From an optimization exercise on the open Yosys and OpenROAD flow, aimed at small area; shortcuts taken in it are not production practice.
Only simulation tests tie the RTL to the original design; equivalence was not proved.
No activity file was given, so power comes from the tool's default toggle rates.

==> run A: inputs <==
Design z_id_stage, start of the top module:
module z_id_stage
#(
    parameter int DATA_W = 32
) (
    input  logic              clk,
    input  logic              rst_n,
    input  logic              ins_valid_in,
    input  logic [31:0]       ins_in,
    output logic              ins_ready,
    input  logic              ex_ready_in,
    input  logic              wb_en_in,
    input  logic [4:0]        wb_addr_in,
    input  logic [DATA_W-1:0] wb_data_in,
    output logic              alu_valid_out,
    output logic [DATA_W-1:0] a_out,
    output logic [DATA_W-1:0] b_out,
    output logic [4:0]        shamt_out,
    output logic [31:0]       ins_out,
    output logic [DATA_W-1:0] rt_data_out,
    output logic [4:0]        dest_out,
    output logic              dest_en_out,
    output logic              illegal_out
);
==> module z_regfile, before the edit <==
module z_regfile
#(
    parameter int W = DATA_W
) (
    input  logic         clk,
    input  logic         rst_n,
    input  logic [4:0]   rd_addr_a,
    output logic [W-1:0] rd_data_a,
    input  logic [4:0]   rd_addr_b,
    output logic [W-1:0] rd_data_b,
    input  logic         wr_en,
    input  logic [4:0]   wr_addr,
    input  logic [W-1:0] wr_data
);
    logic [W-1:0] mem [32];
    always_ff @(posedge clk or negedge rst_n) begin
        if (!rst_n) begin
            for (int i = 0; i < 32; i++) begin
                mem[i] <= '0;
            end
        end else if (wr_en && (wr_addr != 5'd0)) begin
            mem[wr_addr] <= wr_data;
        end
    end
    always_comb begin
        rd_data_a = mem[rd_addr_a];
        if (rd_addr_a == 5'd0) begin
            rd_data_a = '0;
        end else if (wr_en && (wr_addr == rd_addr_a)) begin
            rd_data_a = wr_data;
        end
    end
    always_comb begin
        rd_data_b = mem[rd_addr_b];
        if (rd_addr_b == 5'd0) begin
            rd_data_b = '0;
        end else if (wr_en && (wr_addr == rd_addr_b)) begin
            rd_data_b = wr_data;
        end
    end
endmodule
==> module z_id_stage, before the edit <==
module z_id_stage
#(
    parameter int DATA_W = 32
) (
    input  logic              clk,
    input  logic              rst_n,
    input  logic              ins_valid_in,
    input  logic [31:0]       ins_in,
    output logic              ins_ready,
    input  logic              ex_ready_in,
    input  logic              wb_en_in,
    input  logic [4:0]        wb_addr_in,
    input  logic [DATA_W-1:0] wb_data_in,
    output logic              alu_valid_out,
    output logic [DATA_W-1:0] a_out,
    output logic [DATA_W-1:0] b_out,
    output logic [4:0]        shamt_out,
    output logic [31:0]       ins_out,
    output logic [DATA_W-1:0] rt_data_out,
    output logic [4:0]        dest_out,
    output logic              dest_en_out,
    output logic              illegal_out
);
    z_mips_pkg::decode_t dec;
    logic [4:0]        rs;
    logic [4:0]        rt;
    logic [DATA_W-1:0] rs_data;
    logic [DATA_W-1:0] rt_data;
    logic [DATA_W-1:0] a_next;
    logic [DATA_W-1:0] b_next;
    logic [31:0]       pending;
    logic [31:0]       pending_next;
    logic              hazard_rs;
    logic              hazard_rt;
    logic              hazard;
    logic              accept;
    logic              issue;
    assign dec = z_mips_pkg::decode_ins(ins_in);
    assign rs  = ins_in[RS_HI:RS_LO];
    assign rt  = ins_in[RT_HI:RT_LO];
    z_regfile #(
        .W(DATA_W)
    ) u_regfile (
        .clk       (clk),
        .rst_n     (rst_n),
        .rd_addr_a (rs),
        .rd_data_a (rs_data),
        .rd_addr_b (rt),
        .rd_data_b (rt_data),
        .wr_en     (wb_en_in),
        .wr_addr   (wb_addr_in),
        .wr_data   (wb_data_in)
    );
    always_comb begin
        hazard_rs = dec.use_rs && pending[rs] && !(wb_en_in && (wb_addr_in == rs));
        hazard_rt = dec.use_rt && pending[rt] && !(wb_en_in && (wb_addr_in == rt));
        hazard    = hazard_rs || hazard_rt;
        ins_ready = (!alu_valid_out || ex_ready_in) && !hazard;
        accept    = ins_valid_in && ins_ready;
        issue     = accept && dec.legal;
    end
    always_comb begin
        a_next = (dec.a_sel == A_RT) ? rt_data : rs_data;
        case (dec.b_sel)
            B_SEXT:  b_next = {{(DATA_W-16){ins_in[IMM_HI]}}, ins_in[IMM_HI:IMM_LO]};
            B_ZEXT:  b_next = {{(DATA_W-16){1'b0}}, ins_in[IMM_HI:IMM_LO]};
            default: b_next = rt_data;
        endcase
    end
    always_comb begin
        pending_next = pending;
        if (wb_en_in) begin
            pending_next[wb_addr_in] = 1'b0;
        end
        if (issue && dec.dest_en) begin
            pending_next[dec.dest] = 1'b1;
        end
        pending_next[0] = 1'b0;
    end
    always_ff @(posedge clk or negedge rst_n) begin
        if (!rst_n) begin
            pending <= '0;
        end else begin
            pending <= pending_next;
        end
    end
    always_ff @(posedge clk or negedge rst_n) begin
        if (!rst_n) begin
            alu_valid_out <= 1'b0;
            a_out         <= '0;
            b_out         <= '0;
            shamt_out     <= '0;
            ins_out       <= '0;
            rt_data_out   <= '0;
            dest_out      <= '0;
            dest_en_out   <= 1'b0;
            illegal_out   <= 1'b0;
        end else begin
            illegal_out <= accept && !dec.legal;
            if (issue) begin
                alu_valid_out <= 1'b1;
                a_out         <= a_next;
                b_out         <= b_next;
                shamt_out     <= ins_in[SHAMT_HI:SHAMT_LO];
                ins_out       <= ins_in;
                rt_data_out   <= rt_data;
                dest_out      <= dec.dest;
                dest_en_out   <= dec.dest_en;
            end else if (ex_ready_in) begin
                alu_valid_out <= 1'b0;
            end
        end
    end
endmodule
clock: 6.0 ns
lec_check: 0
cap_margin: 20
core_margin: 2
core_utilization: 40
slew_margin: 20
run.sh (not shown) runs the stock make flow with config.mk's settings and CLKGATE_MAP_FILE= SYNTH_SCRIPT=/design/flow/synth_recipe.tcl, a recipe that flattens the netlist after the stock synthesis.
==> run Z (differences from run A) <==
--- a/flow/design.v
+++ b/flow/design.v
@@ -121,30 +121,48 @@
     input  logic [4:0]   wr_addr,
     input  logic [W-1:0] wr_data
 );
-    logic [W-1:0] mem [32];
+    logic [31:0]  wsel;
+    logic [31:0]  valid;
+    logic [31:1]  valid_q;
+    logic [31:0][W-1:0] q;
+    always_comb begin
+        for (int i = 0; i < 32; i++) begin
+            wsel[i] = wr_en && (wr_addr == i[4:0]);
+        end
+        wsel[0] = 1'b0;
+    end
+    assign q[0] = '0;
+    for (genvar i = 1; i < 32; i++) begin : g_reg
+        always_ff @(posedge clk) begin
+            if (wsel[i]) begin
+                q[i] <= wr_data;
+            end
+        end
+    end
     always_ff @(posedge clk or negedge rst_n) begin
         if (!rst_n) begin
-            for (int i = 0; i < 32; i++) begin
-                mem[i] <= '0;
-            end
-        end else if (wr_en && (wr_addr != 5'd0)) begin
-            mem[wr_addr] <= wr_data;
-        end
-    end
-    always_comb begin
-        rd_data_a = mem[rd_addr_a];
-        if (rd_addr_a == 5'd0) begin
-            rd_data_a = '0;
-        end else if (wr_en && (wr_addr == rd_addr_a)) begin
-            rd_data_a = wr_data;
-        end
-    end
-    always_comb begin
-        rd_data_b = mem[rd_addr_b];
-        if (rd_addr_b == 5'd0) begin
-            rd_data_b = '0;
-        end else if (wr_en && (wr_addr == rd_addr_b)) begin
-            rd_data_b = wr_data;
+            valid_q <= '0;
+        end else begin
+            valid_q <= valid_q | wsel[31:1];
+        end
+    end
+    assign valid = {valid_q, 1'b0};
+    logic         byp_a, byp_b;
+    logic [31:0]  rsel_a, rsel_b;
+    always_comb begin
+        byp_a = wr_en && (wr_addr == rd_addr_a) && (rd_addr_a != 5'd0);
+        byp_b = wr_en && (wr_addr == rd_addr_b) && (rd_addr_b != 5'd0);
+        for (int i = 0; i < 32; i++) begin
+            rsel_a[i] = (rd_addr_a == i[4:0]) && valid[i] && !byp_a;
+            rsel_b[i] = (rd_addr_b == i[4:0]) && valid[i] && !byp_b;
+        end
+        rsel_a[0] = 1'b0;
+        rsel_b[0] = 1'b0;
+        rd_data_a = {W{byp_a}} & wr_data;
+        rd_data_b = {W{byp_b}} & wr_data;
+        for (int i = 1; i < 32; i++) begin
+            rd_data_a = rd_data_a | ({W{rsel_a[i]}} & q[i]);
+            rd_data_b = rd_data_b | ({W{rsel_b[i]}} & q[i]);
         end
     end
 endmodule
@@ -175,10 +193,9 @@
     z_mips_pkg::decode_t dec;
     logic [4:0]        rs;
     logic [4:0]        rt;
-    logic [DATA_W-1:0] rs_data;
+    logic [4:0]        a_addr;
+    logic [DATA_W-1:0] a_data;
     logic [DATA_W-1:0] rt_data;
-    logic [DATA_W-1:0] a_next;
-    logic [DATA_W-1:0] b_next;
     logic [31:0]       pending;
     logic [31:0]       pending_next;
     logic              hazard_rs;
@@ -186,16 +203,18 @@
     logic              hazard;
     logic              accept;
     logic              issue;
+    logic              free;
     assign dec = z_mips_pkg::decode_ins(ins_in);
     assign rs  = ins_in[RS_HI:RS_LO];
     assign rt  = ins_in[RT_HI:RT_LO];
+    assign a_addr = (dec.a_sel == A_RT) ? rt : rs;
     z_regfile #(
         .W(DATA_W)
     ) u_regfile (
         .clk       (clk),
         .rst_n     (rst_n),
-        .rd_addr_a (rs),
-        .rd_data_a (rs_data),
+        .rd_addr_a (a_addr),
+        .rd_data_a (a_data),
         .rd_addr_b (rt),
         .rd_data_b (rt_data),
         .wr_en     (wb_en_in),
@@ -206,17 +225,10 @@
         hazard_rs = dec.use_rs && pending[rs] && !(wb_en_in && (wb_addr_in == rs));
         hazard_rt = dec.use_rt && pending[rt] && !(wb_en_in && (wb_addr_in == rt));
         hazard    = hazard_rs || hazard_rt;
-        ins_ready = (!alu_valid_out || ex_ready_in) && !hazard;
+        free      = !alu_valid_out || ex_ready_in;
+        ins_ready = free && !hazard;
         accept    = ins_valid_in && ins_ready;
         issue     = accept && dec.legal;
-    end
-    always_comb begin
-        a_next = (dec.a_sel == A_RT) ? rt_data : rs_data;
-        case (dec.b_sel)
-            B_SEXT:  b_next = {{(DATA_W-16){ins_in[IMM_HI]}}, ins_in[IMM_HI:IMM_LO]};
-            B_ZEXT:  b_next = {{(DATA_W-16){1'b0}}, ins_in[IMM_HI:IMM_LO]};
-            default: b_next = rt_data;
-        endcase
     end
     always_comb begin
         pending_next = pending;
@@ -238,28 +250,37 @@
     always_ff @(posedge clk or negedge rst_n) begin
         if (!rst_n) begin
             alu_valid_out <= 1'b0;
-            a_out         <= '0;
-            b_out         <= '0;
-            shamt_out     <= '0;
-            ins_out       <= '0;
-            rt_data_out   <= '0;
-            dest_out      <= '0;
-            dest_en_out   <= 1'b0;
             illegal_out   <= 1'b0;
         end else begin
-            illegal_out <= accept && !dec.legal;
-            if (issue) begin
-                alu_valid_out <= 1'b1;
-                a_out         <= a_next;
-                b_out         <= b_next;
-                shamt_out     <= ins_in[SHAMT_HI:SHAMT_LO];
-                ins_out       <= ins_in;
-                rt_data_out   <= rt_data;
-                dest_out      <= dec.dest;
-                dest_en_out   <= dec.dest_en;
-            end else if (ex_ready_in) begin
-                alu_valid_out <= 1'b0;
-            end
-        end
-    end
+            illegal_out   <= accept && !dec.legal;
+            alu_valid_out <= issue || !free;
+        end
+    end
+    logic [DATA_W-1:0] a_q;
+    logic [DATA_W-1:0] rt_q;
+    logic [31:0]       ins_q;
+    always_ff @(posedge clk) begin
+        if (free) begin
+            a_q   <= a_data;
+            rt_q  <= rt_data;
+            ins_q <= ins_in;
+        end
+    end
+    logic [5:0] op_q;
+    logic       b_rt;
+    logic       imm_hi;
+    logic       dest_rd;
+    logic       dest_rt;
+    assign op_q    = ins_q[OP_HI:OP_LO];
+    assign b_rt    = !op_q[5] && !op_q[3];
+    assign imm_hi  = ins_q[IMM_HI] && !op_q[2];
+    assign dest_rd = !op_q[5] && !op_q[3] && !op_q[2];
+    assign dest_rt = op_q[5] ^ op_q[3];
+    assign a_out       = a_q;
+    assign rt_data_out = rt_q;
+    assign ins_out     = ins_q;
+    assign shamt_out   = ins_q[SHAMT_HI:SHAMT_LO];
+    assign b_out       = b_rt ? rt_q : {{(DATA_W-16){imm_hi}}, ins_q[IMM_HI:IMM_LO]};
+    assign dest_out    = ({5{dest_rd}} & ins_q[RD_HI:RD_LO]) | ({5{dest_rt}} & ins_q[RT_HI:RT_LO]);
+    assign dest_en_out = |dest_out;
 endmodule
==> run notes <==
sw frac 32.1%; layout cells sized above 1 32.3%; CP cell instances clkdlybuf4s50_1, or4b_2, o2bb2ai_1, a21oi_1, o41a_1, and3_1, clkdlybuf4s50_1; Multi-input gate area 30,700 um^2; post-synthesis simple-gate area fraction 12.4%; Non-Clock Buffer Area Fraction 7.93%; final core utilization 47.4%; Post-synth top cells dfrtp_1 (1,159), mux2_2 (1,070), clkbuf_1 (334), a22oi_1 (332), and3_1 (326); outcome complete, no violations; Chip Height 397 um; P_comb 5.10 mW; CP Data Arrival Time 4.15 ns; CP Max Fanout 7
-- figures above: run A

==> run notes <==
outcome complete, no violations; DR top layer met5; vias per cell 7.70; Final Hold Slack 0.486 ns; mux contribution to synthesized area 1.44%; post-synthesis simple-gate area fraction 7.15%; Slew HR 9.34%; sw frac 24.5%; largest reg by FF count u_regfile.q; final core utilization 48.6%; CP Max Fanout 15; Chip Height 357 um; Non-Clock Buffer Area Fraction 8.07%; CP cell instances clkdlybuf4s50_1, buf_4, mux4_2, mux4_2, mux2i_1, nor2_1, nor2_1, clkdlybuf4s50_1; P_comb 1.74 mW; Post-synth top cells edfxtp_1 (1,088), a22oi_1 (431), clkbuf_1 (250), a22o_1 (247), a221oi_1 (181); CP Data Arrival Time 4.48 ns; post-synth cell types 76; Multi-input gate area 14,800 um^2; layout cells sized above 1 17.5%
-- figures above: run Z

==> separate check: timing with driven ports <==
Ports are ideal in the flow. The routed layouts listed here were re-timed in OpenROAD. Step 1 sets driving cells, clkbuf_16 on the clock port and buf_2 on the other inputs (assumed; they add their load-dependent delay and slew). Step 2, shift: input delay + t, output delay - t, t = (earliest + latest rising clock arrival at the registers) / 2. This alone moves slack from input paths to output paths. Three values: no drivers, after step 1, after step 2; two values: the first two.
run | shift t [ns] | slack for setup (ns) | worst hold slack (ns) | worst slew at a driven data input, ns
run A | 0.906 | 0.646 / 0.623 / 0.407 | 0.446 / 0.417 / 0.487 | 0.10
run Z | 0.807 | 0.321 / 0.297 / -0.313 | 0.486 / 0.486 / 0.486 | 0.20
Met with ideal ports but missed after step 2: setup timing in run Z. For run Z, which loses most, drivers alone change the setup slack by -0.024 ns; drivers and shift together by -0.634 ns.
